From an optimization exercise on the open Yosys and OpenROAD flow, aimed at small area; shortcuts taken in it are not production practice. In this exercise RTL edits were held to simulation tests only and were not proved equivalent to the original. No activity file was given, so power comes from the tool's default toggle rates.

// riscvCore
module riscvCore #(
	parameter int memAddrWidth = 12
) (
	input  logic                    CLK,
	input  logic                    RSTn,
	input  logic [31:0]             iMemDi,
	input  logic [31:0]             dMemDi,
	input  logic [31:0]             rfRd1,
	input  logic [31:0]             rfRd2,
	output logic                    iMemCsn,
	output logic [memAddrWidth-1:0] iMemAddr,
	output logic                    dMemCsn,
	output logic [31:0]             dMemDout,
	output logic [memAddrWidth-1:0] dMemAddr,
	output logic                    dMemWen,
	output logic [3:0]              dMemBe,
	output logic                    rfWe,
	output logic [4:0]              rfRa1,
	output logic [4:0]              rfRa2,
	output logic [4:0]              rfWa1,
	output logic [31:0]             rfWd,
	output logic                    halt,
	output logic [31:0]             numInst,
	output logic [31:0]             outputPort
);
==> flow/config.mk <==
export PLATFORM = sky130hd
export DESIGN_NAME = riscvCore
export DESIGN_NICKNAME = riscvCore
export VERILOG_FILES = /design/flow/design.v
export SDC_FILE = /design/flow/constraint.sdc
export NUM_CORES = 4
export LEC_CHECK = 0
export ABC_AREA = 1
export CAP_MARGIN = 20
export CORE_MARGIN = 2
export CORE_UTILIZATION = 55
export SETUP_SLACK_MARGIN = 0.1
export SLEW_MARGIN = 20
==> flow/constraint.sdc <==
create_clock -name core_clock -period 12.0 [get_ports {CLK}]
set_input_delay 2.4000 -clock core_clock [delete_from_list [all_inputs] [get_ports {CLK}]]
set_output_delay 2.4000 -clock core_clock [all_outputs]
set_load 0.01 [all_outputs]
standard.sh (not shown) runs the stock make flow with config.mk's settings and CLKGATE_MAP_FILE= SYNTH_SCRIPT=/design/flow/synth_recipe.tcl, a recipe that flattens the netlist after the stock synthesis.
==> flow/flow/run.sh <==
#!/bin/bash
# Standard ORFS layout, with two changes to how it is made:
#  - synthesis maps with an area-oriented ABC script (amap) and without the
#    full-adder extraction step;
#  - port buffers use the smallest buffer cell.
set -euo pipefail
W=$PWD
rm -rf scripts_local
cp -r "$FLOW_HOME/scripts" scripts_local
cp flow/abc_area.script scripts_local/abc_area.script
bash standard.sh SCRIPTS_DIR="$W/scripts_local" ADDER_MAP_FILE= \
	"BUFFER_PORTS_ARGS=-buffer_cell sky130_fd_sc_hd__buf_1" finish > flow_make.log 2>&1
==> flow/flow/abc_area.script <==
strash
dch -f
amap
topo
stime -c
buffer -c
upsize -c -D 6000
dnsize -c -D 6000
The baseline finished with timing, DRC and antenna clean.
Rerun with:
Settings changed: CORE_UTILIZATION 55 to 60, SETUP_SLACK_MARGIN 0.1 to 0.12.
Register-to-register slack got worse by 580 ps.
Combinational power went up by about 0.8%.
Non-clock buffer count goes up by 4.
Global-route usage climbs by 6.5 points.
Rerun with:
Settings changed: CORE_UTILIZATION 60 to 55, SETUP_SLACK_MARGIN 0.12 to 0.5.
=>
- The new run finished clean
- final area rises by 4.0%
- final cell count came out higher by 1.9%
- via count goes down by 1.8%
- core utilization goes down by 4.4 points
- wire length fell by 0.75%
- maximum frequency went up by 3.1%
- total power falls by 1.0%
- register-to-register slack is better by 640 ps
- die area increases by 8.8%

========
riscvCore again, from the RTL that the note above started with.
Design riscvCore, start of the top module:
module riscvCore #(
	parameter int memAddrWidth = 12
) (
	input  logic                    CLK,
	input  logic                    RSTn,
	input  logic [31:0]             iMemDi,
	input  logic [31:0]             dMemDi,
	input  logic [31:0]             rfRd1,
	input  logic [31:0]             rfRd2,
	output logic                    iMemCsn,
	output logic [memAddrWidth-1:0] iMemAddr,
	output logic                    dMemCsn,
	output logic [31:0]             dMemDout,
	output logic [memAddrWidth-1:0] dMemAddr,
	output logic                    dMemWen,
	output logic [3:0]              dMemBe,
	output logic                    rfWe,
	output logic [4:0]              rfRa1,
	output logic [4:0]              rfRa2,
	output logic [4:0]              rfWa1,
	output logic [31:0]             rfWd,
	output logic                    halt,
	output logic [31:0]             numInst,
	output logic [31:0]             outputPort
);
Settings: LEC_CHECK=0, ABC_AREA=1, CAP_MARGIN=20, CORE_MARGIN=2, CORE_UTILIZATION=58, SETUP_SLACK_MARGIN=0.2, SLEW_MARGIN=20; clock period 12.0 ns.
Scripts as last shown in full above: flow/flow/run.sh, flow/flow/abc_area.script
The starting point passed the timing, DRC and antenna checks.
Next try:
CORE_UTILIZATION = 50   (was 58)
SETUP_SLACK_MARGIN = 0.8   (was 0.2)
The new run completed with no timing, DRC or antenna violations.
Via count goes up by 2.0%.
Clock power hardly moves.
Die area goes up by 16%.
Final area goes up by 7.9%.
Routed wire length goes up by 7.6%.
Sequential share of layout area goes down by 0.73 points.
Cell count goes up by 3.7%.
Global-route usage goes down by 4.1 points.
Next try:
CORE_UTILIZATION = 58   (was 50)
SETUP_SLACK_MARGIN = 0.12   (was 0.8)
After rerunning: Power goes down by a few percent. Synthesized cell count stays the same. Combinational power is lower by roughly a tenth. Critical path depth fell by 4. Final area decreases by roughly a tenth. Worst setup slack is worse by 0.38 ns.

## afterwards: timing with drivers on the ports
How much do the figures lean on ideal ports? The routed layouts below were timed once more, with nothing changed but the port constraints.
Step 1: set_driving_cell puts a clkbuf_16 on CLK and a buf_2 on each other input, an assumption about the parent block.
Step 2 times the ports against the registers' clock, not the clock port: input delays grow and output delays shrink by t, the midpoint of the rising clock arrivals with the driver on.
a / b / c = ideal ports / drivers / drivers and shift; a / b = the first two.
| run | shift t [ns] | slack for setup (ns) | cell pins on the clock port's net |
|---|---|---|---|
| the first run of note 1 | 0.378 | 0.245 / 0.221 / 0.221 | 1 |
| the second run of note 1 | 0.386 | 0.239 / 0.191 / 0.191 | 1 |
| the third run of note 1 | 0.379 | 0.595 / 0.547 / 0.547 | 1 |
| the first run of note 2 | 0.389 | 0.288 / 0.259 / 0.259 | 1 |
| the second run of note 2 | 0.387 | 0.610 / 0.534 / 0.534 | 1 |
| the third run of note 2 | 0.383 | 0.231 / 0.201 / 0.201 | 1 |
After both steps setup and hold are still met in every run listed. For the second run of note 2, which loses most, drivers alone change the setup slack by -0.076 ns; drivers and shift together by -0.076 ns.
